Context: an optimization exercise on an open-source flow, tuned for small area. The choices shown serve that exercise and are no tape-out recipe. Function was checked by simulation only, so behaviour that the tests miss may differ from the original. The flow treats the clock pin as an ideal source, which a real chip does not have.

==> flow/design.v (excerpt) <==
module reg_file_mp #(
    parameter int XLEN        = 32,
    parameter int NREGS       = 16,
    parameter int AW          = 4,
    parameter int NRP         = 2,
    parameter int BYPASS      = 1,
    parameter int HARDWIRE_X0 = 1
) (
    input  logic                 clk,
    input  logic                 reset,
    input  logic [NRP*AW-1:0]    rs,
    output logic [NRP*XLEN-1:0]  rdata,
    output logic [NRP-1:0]       rs_busy,
    input  logic [1:0]           we,
    input  logic [2*AW-1:0]      rd,
    input  logic [2*XLEN-1:0]    wd,
    input  logic                 issue_valid,
    input  logic [AW-1:0]        issue_rd,
    output logic                 any_busy
);
    logic [XLEN-1:0]  regs_r [NREGS];    
    logic [XLEN-1:0]  nxt_s  [NREGS];    
    logic [NREGS-1:0] valid_r;
    logic [NREGS-1:0] busy_r;
    logic [NREGS-1:0] ren_s;             
    logic [AW-1:0]    rd0_s;
  ...
Size: roughly 510 flip-flops, about 160 I/O pins.
Settings: LEC_CHECK=0, CAP_MARGIN=0, CORE_MARGIN=2, CORE_UTILIZATION=45, PLACE_DENSITY=0.6, SLEW_MARGIN=0, SYNTH_HIERARCHICAL=1, SYNTH_MINIMUM_KEEP_SIZE=0; clock period 6.0 ns.
standard.sh (not shown) runs the stock make flow with config.mk's settings and CLKGATE_MAP_FILE= SYNTH_SCRIPT=/design/flow/synth_recipe.tcl, a recipe that flattens the netlist after the stock synthesis.
==> flow/flow/run.sh <==
#!/bin/bash
# Own layout flow: the standard flow (standard synthesis, same floorplan,
# placement, CTS and routing scripts) with smaller cells picked in two
# places: port buffers start as buf_1 (repair may upsize them), and the clock
# tree uses clkbuf_8 with larger sink clusters and no dummy loads; after CTS,
# flow/post_cts.tcl upsizes any leaf buffer whose flip-flop clock pins see a
# slow transition. make's output goes to make_finish.log; ORFS keeps each
# step's log under orfs/logs/.
set -euo pipefail
here=$(pwd)
bash standard.sh \
  "BUFFER_PORTS_ARGS=-buffer_cell sky130_fd_sc_hd__buf_1" \
  "CTS_ARGS=-sink_clustering_enable -repair_clock_nets -dont_use_dummy_load -sink_clustering_size 14 -sink_clustering_max_diameter 100 -buf_list sky130_fd_sc_hd__clkbuf_8" \
  "POST_CTS_TCL=$here/flow/post_cts.tcl" \
  finish > make_finish.log 2>&1
==> flow/flow/post_cts.tcl <==
# Clock leaf buffers: upsize any whose flip-flop clock pins see a slow
# transition, so the clock edge stays sharp at every register.
set clk_slew_target 0.095
estimate_parasitics -placement
set up {}
foreach pin [get_pins -hierarchical */CLK] {
  if {[get_property $pin slew_max] > $clk_slew_target} {
    set net [get_nets -of_objects $pin]
    foreach drv [get_pins -of_objects $net -filter "direction == output"] {
      set inst [get_cells -of_objects $drv]
      set name [get_full_name $inst]
      if {[get_property $inst ref_name] eq "sky130_fd_sc_hd__clkbuf_8" && [lsearch $up $name] < 0} {
        lappend up $name
      }
    }
  }
}
foreach name $up {
  replace_cell [get_cells $name] sky130_fd_sc_hd__clkbuf_16
}
puts "post_cts: upsized [llength $up] clock buffers: $up"
if {[llength $up] > 0} {
  detailed_placement
  estimate_parasitics -placement
}
The first run ran to the end with no violations.
Next try:
==> flow/flow/run.sh (replaced) <==
#!/bin/bash
# Own layout flow: the standard flow (standard synthesis, same floorplan,
# placement, CTS and routing scripts) with smaller cells picked in two
# places: port buffers start as buf_1 (repair may upsize them), and the clock
# tree uses clkbuf_8 with larger sink clusters and no dummy loads.
set -euo pipefail
bash standard.sh \
  "BUFFER_PORTS_ARGS=-buffer_cell sky130_fd_sc_hd__buf_1" \
  "CTS_ARGS=-sink_clustering_enable -repair_clock_nets -dont_use_dummy_load -sink_clustering_size 16 -sink_clustering_max_diameter 100 -buf_list sky130_fd_sc_hd__clkbuf_8" \
  finish > make_finish.log 2>&1
removed: flow/flow/post_cts.tcl
Result: Non-clock buffer count is unchanged; worst hold slack gains 6.4 ps; setup slack improves by 6.1 ps.

========
## job 1415
reg_file_mp again, from the RTL that the note above started with.
## reg_file_mp
module reg_file_mp #(
    parameter int XLEN        = 32,
    parameter int NREGS       = 16,
    parameter int AW          = 4,
    parameter int NRP         = 2,
    parameter int BYPASS      = 1,
    parameter int HARDWIRE_X0 = 1
) (
    input  logic                 clk,
    input  logic                 reset,
    input  logic [NRP*AW-1:0]    rs,
    output logic [NRP*XLEN-1:0]  rdata,
    output logic [NRP-1:0]       rs_busy,
    input  logic [1:0]           we,
    input  logic [2*AW-1:0]      rd,
    input  logic [2*XLEN-1:0]    wd,
    input  logic                 issue_valid,
    input  logic [AW-1:0]        issue_rd,
    output logic                 any_busy
);
export LEC_CHECK = 0
export CAP_MARGIN = 0
export CORE_MARGIN = 2
export CORE_UTILIZATION = 45
export PLACE_DENSITY = 0.6
export SLEW_MARGIN = 0
export SYNTH_HIERARCHICAL = 1
export SYNTH_MINIMUM_KEEP_SIZE = 0
create_clock -name core_clock -period 6.0 [get_ports {clk}]
==> flow/flow/run.sh <==
#!/bin/bash
# Own layout flow: the standard flow (standard synthesis, same floorplan,
# placement, CTS and routing scripts) with smaller cells picked in three
# places:
# - port buffers start as buf_1 (repair may upsize them);
# - after placement's repair_design, flow/downsize_placed.tcl gives each gate
#   and buffer the smallest drive strength that keeps its pins' transitions
#   in bounds (the later timing repairs size up again what setup needs);
# - the clock tree uses clkbuf_8 with larger sink clusters and no dummy
#   loads; after CTS, flow/post_cts.tcl upsizes any leaf buffer whose
#   flip-flop clock pins see a slow transition.
# make's output goes to make_finish.log; ORFS keeps each step's log under
# orfs/logs/.
set -euo pipefail
here=$(pwd)
bash standard.sh \
  "BUFFER_PORTS_ARGS=-buffer_cell sky130_fd_sc_hd__buf_1" \
  "POST_RESIZE_TCL=$here/flow/downsize_placed.tcl" \
  "CTS_ARGS=-sink_clustering_enable -repair_clock_nets -dont_use_dummy_load -sink_clustering_size 14 -sink_clustering_max_diameter 100 -buf_list sky130_fd_sc_hd__clkbuf_8" \
  "POST_CTS_TCL=$here/flow/post_cts.tcl" \
  finish > make_finish.log 2>&1
==> flow/flow/post_cts.tcl <==
# Clock leaf buffers: upsize any whose flip-flop clock pins see a slow
# transition, so the clock edge stays sharp at every register.
set clk_slew_target 0.095
estimate_parasitics -placement
set up {}
foreach pin [get_pins -hierarchical */CLK] {
  if {[get_property $pin slew_max] > $clk_slew_target} {
    set net [get_nets -of_objects $pin]
    foreach drv [get_pins -of_objects $net -filter "direction == output"] {
      set inst [get_cells -of_objects $drv]
      set name [get_full_name $inst]
      if {[get_property $inst ref_name] eq "sky130_fd_sc_hd__clkbuf_8" && [lsearch $up $name] < 0} {
        lappend up $name
      }
    }
  }
}
foreach name $up {
  replace_cell [get_cells $name] sky130_fd_sc_hd__clkbuf_16
}
puts "post_cts: upsized [llength $up] clock buffers: $up"
if {[llength $up] > 0} {
  detailed_placement
  estimate_parasitics -placement
}
Other scripts of this flow, unchanged in this note and not shown: flow/flow/downsize_placed.tcl
Job 1415 finished end to end and its layout was clean on timing, DRC and antenna.
Modified inputs, job 6702 compared to job 1415
diff --git a/flow/flow/run.sh b/flow/flow/run.sh
--- a/flow/flow/run.sh
+++ b/flow/flow/run.sh
@@ -8,4 +8,4 @@
 #   in bounds (the later timing repairs size up again what setup needs);
-# - the clock tree uses clkbuf_8 with larger sink clusters and no dummy
-#   loads; after CTS, flow/post_cts.tcl upsizes any leaf buffer whose
+# - the clock tree uses clkbuf_4 with small sink clusters and no dummy
+#   loads; after CTS, flow/post_cts.tcl upsizes any clock buffer whose
 #   flip-flop clock pins see a slow transition.
@@ -18,3 +18,3 @@
   "POST_RESIZE_TCL=$here/flow/downsize_placed.tcl" \
-  "CTS_ARGS=-sink_clustering_enable -repair_clock_nets -dont_use_dummy_load -sink_clustering_size 14 -sink_clustering_max_diameter 100 -buf_list sky130_fd_sc_hd__clkbuf_8" \
+  "CTS_ARGS=-sink_clustering_enable -repair_clock_nets -dont_use_dummy_load -sink_clustering_size 8 -sink_clustering_max_diameter 50 -buf_list sky130_fd_sc_hd__clkbuf_4" \
   "POST_CTS_TCL=$here/flow/post_cts.tcl" \
==> flow/flow/post_cts.tcl <==
# Clock buffers: upsize any that drives a flip-flop clock pin with a slow
# transition (clkbuf_4 -> clkbuf_8 -> clkbuf_16), so the clock edge stays
# sharp at every register.
set clk_slew_target 0.095
set clk_next [dict create sky130_fd_sc_hd__clkbuf_2 sky130_fd_sc_hd__clkbuf_4 \
  sky130_fd_sc_hd__clkbuf_4 sky130_fd_sc_hd__clkbuf_8 \
  sky130_fd_sc_hd__clkbuf_8 sky130_fd_sc_hd__clkbuf_16]
set n_up 0
for {set pass 0} {$pass < 3} {incr pass} {
  estimate_parasitics -placement
  set up {}
  foreach pin [get_pins -hierarchical */CLK] {
    if {[get_property $pin slew_max] <= $clk_slew_target} { continue }
    set net [get_nets -of_objects $pin]
    foreach drv [get_pins -of_objects $net -filter "direction == output"] {
      set inst [get_cells -of_objects $drv]
      set name [get_full_name $inst]
      if {[dict exists $clk_next [get_property $inst ref_name]] && [lsearch $up $name] < 0} {
        lappend up $name
      }
    }
  }
  if {[llength $up] == 0} { break }
  foreach name $up {
    set inst [get_cells $name]
    replace_cell $inst [dict get $clk_next [get_property $inst ref_name]]
  }
  incr n_up [llength $up]
}
puts "post_cts: $n_up clock buffer upsizes"
if {$n_up > 0} {
  detailed_placement
  estimate_parasitics -placement
}
## What came out
Looking at job 6702 and job 1415, the summed area of non-filler cells in the final layout is a wash. The lower average wire per cell in the routed design came out of job 6702. Diff job 1415 -> job 6702 | detailed-route wire length | up slightly. Diff job 6702..job 1415 | number of well taps | unchanged.

-- what the ideal ports hide --
The results above use ideal ports. As a check the final layouts listed here were re-extracted and re-timed, cells and wires unchanged. Step 1: set_driving_cell puts a clkbuf_16 on clk and a buf_2 on each other input, an assumption about the parent block. Step 2, shift: input delay + t, output delay - t, t = (earliest + latest rising clock arrival at the registers) / 2. This alone moves slack from input paths to output paths. Slacks: no drivers / after step 1 / after step 2; pairs: no drivers / after step 1.
run	t, ns	slack for setup (ns)	worst register clock-pin slew, ns	worst data-port slew with drivers (ns)
the first run of note 1	0.713	0.488 / 0.466 / 0.466	0.10 / 0.10	0.08
the second run of note 1	0.710	0.494 / 0.472 / 0.472	0.12 / 0.12	0.08
job 1415	0.713	0.201 / 0.179 / 0.179	0.10 / 0.10	0.08
job 6702	0.877	0.214 / 0.192 / 0.192	0.10 / 0.10	0.07
After both steps setup and hold are still met in every run listed.
